This is an optimization exercise on Yosys and OpenROAD, whose aim is small area, a short achievable clock period and few clock cycles per item, not a production implementation. RTL that was checked went through simulation tests only; none was proved equivalent to the original. No activity file was given, so power comes from the tool's default toggle rates.

==> flow/design.v (excerpt) <==
module mul_top
(
  input  wire                          clk,
  input  wire                          rst_n,
  input  wire [5-1:0]    awaddr,
  input  wire                          awvalid,
  output logic                         awready,
  input  wire [31:0]                   wdata,
  input  wire                          wvalid,
  output logic                         wready,
  output logic                         bvalid,
  output logic [1:0]           bresp,
  input  wire                          bready,
  input  wire [5-1:0]    araddr,
  input  wire                          arvalid,
  output logic                         arready,
  output logic                         rvalid,
  output logic [31:0]                  rdata,
  output logic [1:0]           rresp,
  input  wire                          rready
);
Size in the first run: roughly 1,300 cells after synthesis, roughly 90 I/O pins, ~14,000 µm² of cells after synthesis.
==> flow/config.mk <==
export PLATFORM = sky130hd
export DESIGN_NAME = mul_top
export DESIGN_NICKNAME = mul_top
export VERILOG_FILES = /design/flow/design.v
export SDC_FILE = /design/flow/constraint.sdc
export NUM_CORES = 4
export LEC_CHECK = 0
export ABC_CLOCK_PERIOD_IN_PS = 2500
export CAP_MARGIN = 20
export CORE_MARGIN = 2
export CORE_UTILIZATION = 40
export CTS_BUF_LIST = sky130_fd_sc_hd__clkbuf_4 sky130_fd_sc_hd__clkbuf_8
export SETUP_SLACK_MARGIN = 2.2
export SLEW_MARGIN = 20
==> flow/constraint.sdc <==
create_clock -name core_clock -period 5.0 [get_ports {clk}]
set_input_delay 1.0000 -clock core_clock [delete_from_list [all_inputs] [get_ports {clk}]]
set_output_delay 1.0000 -clock core_clock [all_outputs]
set_load 0.01 [all_outputs]
run.sh (not shown) runs the stock make flow with config.mk's settings and CLKGATE_MAP_FILE= SYNTH_SCRIPT=/design/flow/synth_recipe.tcl, a recipe that flattens the netlist after the stock synthesis.
The baseline ran to the end with no violations.
Change:
- CTS_BUF_LIST: sky130_fd_sc_hd__clkbuf_4 sky130_fd_sc_hd__clkbuf_8 -> default
Result:
- core utilization falls by 0.61 points
- global-route usage went down by 0.49 points
- final area is lower slightly
- synthesized area is unchanged
- sequential share of layout area came out higher by 0.41 points
Function was not checked in any run of this note: the RTL went through the layout flow alone.

the reference run:
Another version of the RTL of mul_top (not shown whole).
For scale: ~1700 cells after synthesis, about 90 I/O pins, roughly 15000 µm² of cells after synthesis.
export LEC_CHECK = 0
export ABC_AREA = 1
export CAP_MARGIN = 20
export CORE_MARGIN = 2
export CORE_UTILIZATION = 40
export SETUP_SLACK_MARGIN = 2.2
export SLEW_MARGIN = 20
create_clock -name core_clock -period 5.0 [get_ports {clk}]
standard.sh (not shown) runs the stock make flow with config.mk's settings and CLKGATE_MAP_FILE= SYNTH_SCRIPT=/design/flow/synth_recipe.tcl, a recipe that flattens the netlist after the stock synthesis.
==> flow/flow/run.sh <==
#!/bin/bash
# Standard ORFS layout (the standard.sh, standard synthesis unchanged),
# with two changes to how the layout is made: plain buf_2 cells as the port
# buffers, and clock tree synthesis without dummy loads.
# Each step's full output goes to its own log in this folder.
set -euo pipefail
export BUFFER_PORTS_ARGS="-buffer_cell sky130_fd_sc_hd__buf_2"
export CTS_ARGS="-sink_clustering_enable -repair_clock_nets -dont_use_dummy_load"
bash standard.sh synth > synth.log 2>&1
bash standard.sh floorplan > floorplan.log 2>&1
bash standard.sh place > place.log 2>&1
bash standard.sh cts > cts.log 2>&1
bash standard.sh route > route.log 2>&1
bash standard.sh finish > finish.log 2>&1
The reference run completed every stage of the flow, and the final layout passed the timing, DRC and antenna checks.
Testbench counts of the reference run, summed over its fixed seeds: cycles 48,000, ops 3,200.
Relative to the reference run, the following input files were edited for the trial run:
- ABC_CLOCK_PERIOD_IN_PS: unset -> 2500
- CORE_UTILIZATION: 40 -> 60
- PLACE_DENSITY: unset -> 0.75
- ABC_AREA: 1 -> unset
Findings:
Against the reference run, highest achievable clock rate in the trial run came out better.
The trial run against the reference run: power attributed to sequential cells climbed about 6%; design area dropped about 12%; number of clock buffer instances in the layout dropped about 4%; non-clock buffer count dropped 41.

mul_top again, from the RTL that the note above started with.
clock: 5.0 ns
lec_check: 0
abc_clock_period_in_ps: 2500
cap_margin: 20
core_margin: 2
core_utilization: 40
setup_slack_margin: 2.6
slew_margin: 20
Scripts as last shown in full above: flow/flow/run.sh
The baseline finished clean.
Testbench counts at the start, summed over its fixed seeds: cycles 48,000, ops 3,200.
Change:
==> flow/flow/run.sh (replaced) <==
#!/bin/bash
# Standard ORFS layout (the standard.sh, standard synthesis unchanged),
# with two changes to how the layout is made: plain buf_1 cells as the port
# buffers, and clock tree synthesis with clkbuf_8 buffers and without dummy loads.
# Each step's full output goes to its own log in this folder.
set -euo pipefail
export BUFFER_PORTS_ARGS="-buffer_cell sky130_fd_sc_hd__buf_1"
export CTS_ARGS="-sink_clustering_enable -repair_clock_nets -dont_use_dummy_load -buf_list sky130_fd_sc_hd__clkbuf_8"
bash standard.sh synth > synth.log 2>&1
bash standard.sh floorplan > floorplan.log 2>&1
bash standard.sh place > place.log 2>&1
bash standard.sh cts > cts.log 2>&1
bash standard.sh route > route.log 2>&1
bash standard.sh finish > finish.log 2>&1
--- a/flow/config.mk
+++ b/flow/config.mk
@@ -10,4 +10,4 @@
 export CORE_MARGIN = 2
 export CORE_UTILIZATION = 40
-export SETUP_SLACK_MARGIN = 2.6
+export SETUP_SLACK_MARGIN = 2.2
 export SLEW_MARGIN = 20
What happened:
- first-iteration DRC count decreases by 9.8%
- area after synthesis does not change
- power shrinks by 8.5%
- final cell count went down by 1.7%
Change:
==> flow/flow/run.sh (replaced) <==
#!/bin/bash
# Standard ORFS layout (the standard.sh, standard synthesis unchanged),
# with two changes to how the layout is made: plain buf_2 cells as the port
# buffers, and clock tree synthesis without dummy loads.
# Each step's full output goes to its own log in this folder.
set -euo pipefail
export BUFFER_PORTS_ARGS="-buffer_cell sky130_fd_sc_hd__buf_2"
export CTS_ARGS="-sink_clustering_enable -repair_clock_nets -dont_use_dummy_load"
bash standard.sh synth > synth.log 2>&1
bash standard.sh floorplan > floorplan.log 2>&1
bash standard.sh place > place.log 2>&1
bash standard.sh cts > cts.log 2>&1
bash standard.sh route > route.log 2>&1
bash standard.sh finish > finish.log 2>&1
Result: The changed run finished with timing, DRC and antenna clean; clock skew drops by 0.036 ns; die area is unchanged; setup slack improved by 0.0052 ns; clock power climbs by 15%; non-clock buffer count drops by 7; wire length drops by 4.8%; utilization drops by 0.45 points.
Change:
==> flow/flow/run.sh (replaced) <==
#!/bin/bash
# Standard ORFS layout (the standard.sh, standard synthesis unchanged),
# with two changes to how the layout is made: plain buf_2 cells as the port
# buffers, and clock tree synthesis with larger sink clusters and without dummy loads.
# Each step's full output goes to its own log in this folder.
set -euo pipefail
export BUFFER_PORTS_ARGS="-buffer_cell sky130_fd_sc_hd__buf_2"
export CTS_ARGS="-sink_clustering_enable -repair_clock_nets -dont_use_dummy_load -sink_clustering_size 30 -sink_clustering_max_diameter 150"
bash standard.sh synth > synth.log 2>&1
bash standard.sh floorplan > floorplan.log 2>&1
bash standard.sh place > place.log 2>&1
bash standard.sh cts > cts.log 2>&1
bash standard.sh route > route.log 2>&1
bash standard.sh finish > finish.log 2>&1
What happened: The new run produced a clean layout; count of clock-buffer cells in the layout decreases by 15; routed wire length increases by about 2.5%; cell count hardly moves; power decreases by 11%.

mul_top again, from the RTL that the note above started with.
clock: 5.0 ns
lec_check: 0
cap_margin: 20
core_margin: 2
core_utilization: 40
setup_slack_margin: 2.4
slew_margin: 20
==> flow/flow/run.sh <==
#!/bin/bash
# Standard ORFS layout (the standard.sh, standard synthesis unchanged),
# with two changes to how the layout is made: plain buf_2 cells as the port
# buffers, and clock tree synthesis without dummy loads.
# Each step's full output goes to its own log in this folder.
set -euo pipefail
export BUFFER_PORTS_ARGS="-buffer_cell sky130_fd_sc_hd__buf_2"
export CTS_ARGS="-sink_clustering_enable -repair_clock_nets -dont_use_dummy_load"
bash standard.sh synth > synth.log 2>&1
bash standard.sh floorplan > floorplan.log 2>&1
bash standard.sh place > place.log 2>&1
bash standard.sh cts > cts.log 2>&1
bash standard.sh route > route.log 2>&1
bash standard.sh finish > finish.log 2>&1
Testbench counts at the start, summed over its fixed seeds: cycles 48,000, ops 3,200.
==> next run, changes <==
==> flow/flow/run.sh (replaced) <==
#!/bin/bash
# Standard ORFS layout (the standard.sh, standard synthesis unchanged),
# with two changes to how the layout is made: plain buf_2 cells as the port
# buffers, and clock tree synthesis with larger sink clusters and without dummy loads.
# Each step's full output goes to its own log in this folder.
set -euo pipefail
export BUFFER_PORTS_ARGS="-buffer_cell sky130_fd_sc_hd__buf_2"
export CTS_ARGS="-sink_clustering_enable -repair_clock_nets -dont_use_dummy_load -sink_clustering_size 20 -sink_clustering_max_diameter 100"
bash standard.sh synth > synth.log 2>&1
bash standard.sh floorplan > floorplan.log 2>&1
bash standard.sh place > place.log 2>&1
bash standard.sh cts > cts.log 2>&1
bash standard.sh route > route.log 2>&1
bash standard.sh finish > finish.log 2>&1
- ABC_CLOCK_PERIOD_IN_PS: unset -> 2500
- SETUP_SLACK_MARGIN: 2.4 -> 2.2
After rerunning:
- total power shrinks by 11%
- via count decreases by 1.8%
- global-route usage falls by 0.70 points
- design area decreases by 3.9%
- die area stays the same
- critical path depth fell by 1
- cell count went down by about 0.7%
- setup slack hardly moves
- wire length went down by 2.5%
- area after synthesis stays the same
- maximum frequency is about the same
==> next run, changes <==
==> flow/flow/run.sh (replaced) <==
#!/bin/bash
# Standard ORFS layout (the standard.sh, standard synthesis unchanged),
# with two changes to how the layout is made: plain buf_2 cells as the port
# buffers, and clock tree synthesis without dummy loads.
# Each step's full output goes to its own log in this folder.
set -euo pipefail
export BUFFER_PORTS_ARGS="-buffer_cell sky130_fd_sc_hd__buf_2"
export CTS_ARGS="-sink_clustering_enable -repair_clock_nets -dont_use_dummy_load"
bash standard.sh synth > synth.log 2>&1
bash standard.sh floorplan > floorplan.log 2>&1
bash standard.sh place > place.log 2>&1
bash standard.sh cts > cts.log 2>&1
bash standard.sh route > route.log 2>&1
bash standard.sh finish > finish.log 2>&1
- ABC_CLOCK_PERIOD_IN_PS: 2500 -> unset
- SETUP_SLACK_MARGIN: 2.2 -> 2.0
Effect: The changed run ran to the end with no violations; die area stays the same; setup slack is worse by 0.086 ns; count of clock-buffer cells in the layout came out higher by 12; routed wire length came out lower by about 0.54%.
==> next run, changes <==
- ABC_CLOCK_PERIOD_IN_PS: unset -> 2500
- SETUP_SLACK_MARGIN: 2.0 -> 2.2
- TNS_END_PERCENT: unset -> 100
- The new run finished with timing, DRC and antenna clean
- final area is higher by 0.97%
- sequential share of layout area goes down by 0.33 points
- die area does not change
- maximum frequency increases by 4.1%
- via count is about the same
- worst setup slack is better by 0.12 ns
- global-route usage is about the same
- wire length barely changes
- utilization increases by 0.44 points
- clock-buffer cell count fell by 1

==> re-timing with driven ports <==
The results above use ideal ports. As a check the final layouts listed here were re-extracted and re-timed, cells and wires unchanged. Step 1, drivers: a clkbuf_16 drives clk and a buf_2 each remaining input, both assumed. Step 2 moves the port delays by t, midway between the first and last clock arrival at a register: inputs arrive t later, outputs are due t later. That takes back most of the time a late clock gives input paths. Three values: ideal ports, drivers, drivers and shift; two values: the first two.
| run | t, ns | setup WS [ns] | hold slack, ns | worst setup path after step 2 | pins driven straight from the clock port |
|---|---|---|---|---|---|
| the first run of note 1 | 0.617 | 2.028 / 2.005 / 1.666 | 0.473 / 0.473 / 0.473 | input to register | 1 |
| the second run of note 1 | 0.613 | 2.075 / 2.025 / 1.651 | 0.459 / 0.459 / 0.459 | input to register | 1 |
| the reference run | 0.571 | 2.050 / 1.997 / 1.857 | 0.450 / 0.450 / 0.450 | input to register | 1 |
| the trial run | 0.564 | 2.137 / 2.085 / 1.819 | 0.470 / 0.470 / 0.470 | input to register | 1 |
| the first run of note 3 | 0.580 | 2.066 / 2.066 / 2.066 | 0.450 / 0.450 / 0.450 | register to register | 1 |
| the second run of note 3 | 0.578 | 2.148 / 2.111 / 1.687 | 0.407 / 0.407 / 0.407 | input to register | 1 |
| the third run of note 3 | 0.565 | 2.153 / 2.153 / 1.806 | 0.455 / 0.455 / 0.455 | input to register | 1 |
| the fourth run of note 3 | 0.510 | 2.127 / 2.127 / 1.856 | 0.469 / 0.469 / 0.469 | input to register | 1 |
| the first run of note 4 | 0.563 | 2.124 / 2.124 / 1.840 | 0.430 / 0.430 / 0.430 | input to register | 1 |
| the second run of note 4 | 0.520 | 2.122 / 2.122 / 1.806 | 0.427 / 0.427 / 0.427 | input to register | 1 |
| the third run of note 4 | 0.573 | 2.036 / 1.986 / 1.666 | 0.442 / 0.442 / 0.442 | input to register | 1 |
| the fourth run of note 4 | 0.565 | 2.153 / 2.153 / 1.806 | 0.455 / 0.455 / 0.455 | input to register | 1 |
After both steps every run listed still meets setup and hold. The setup slack of the second run of note 3, which loses most, moves by -0.037 ns with the drivers and by -0.461 ns with both steps.
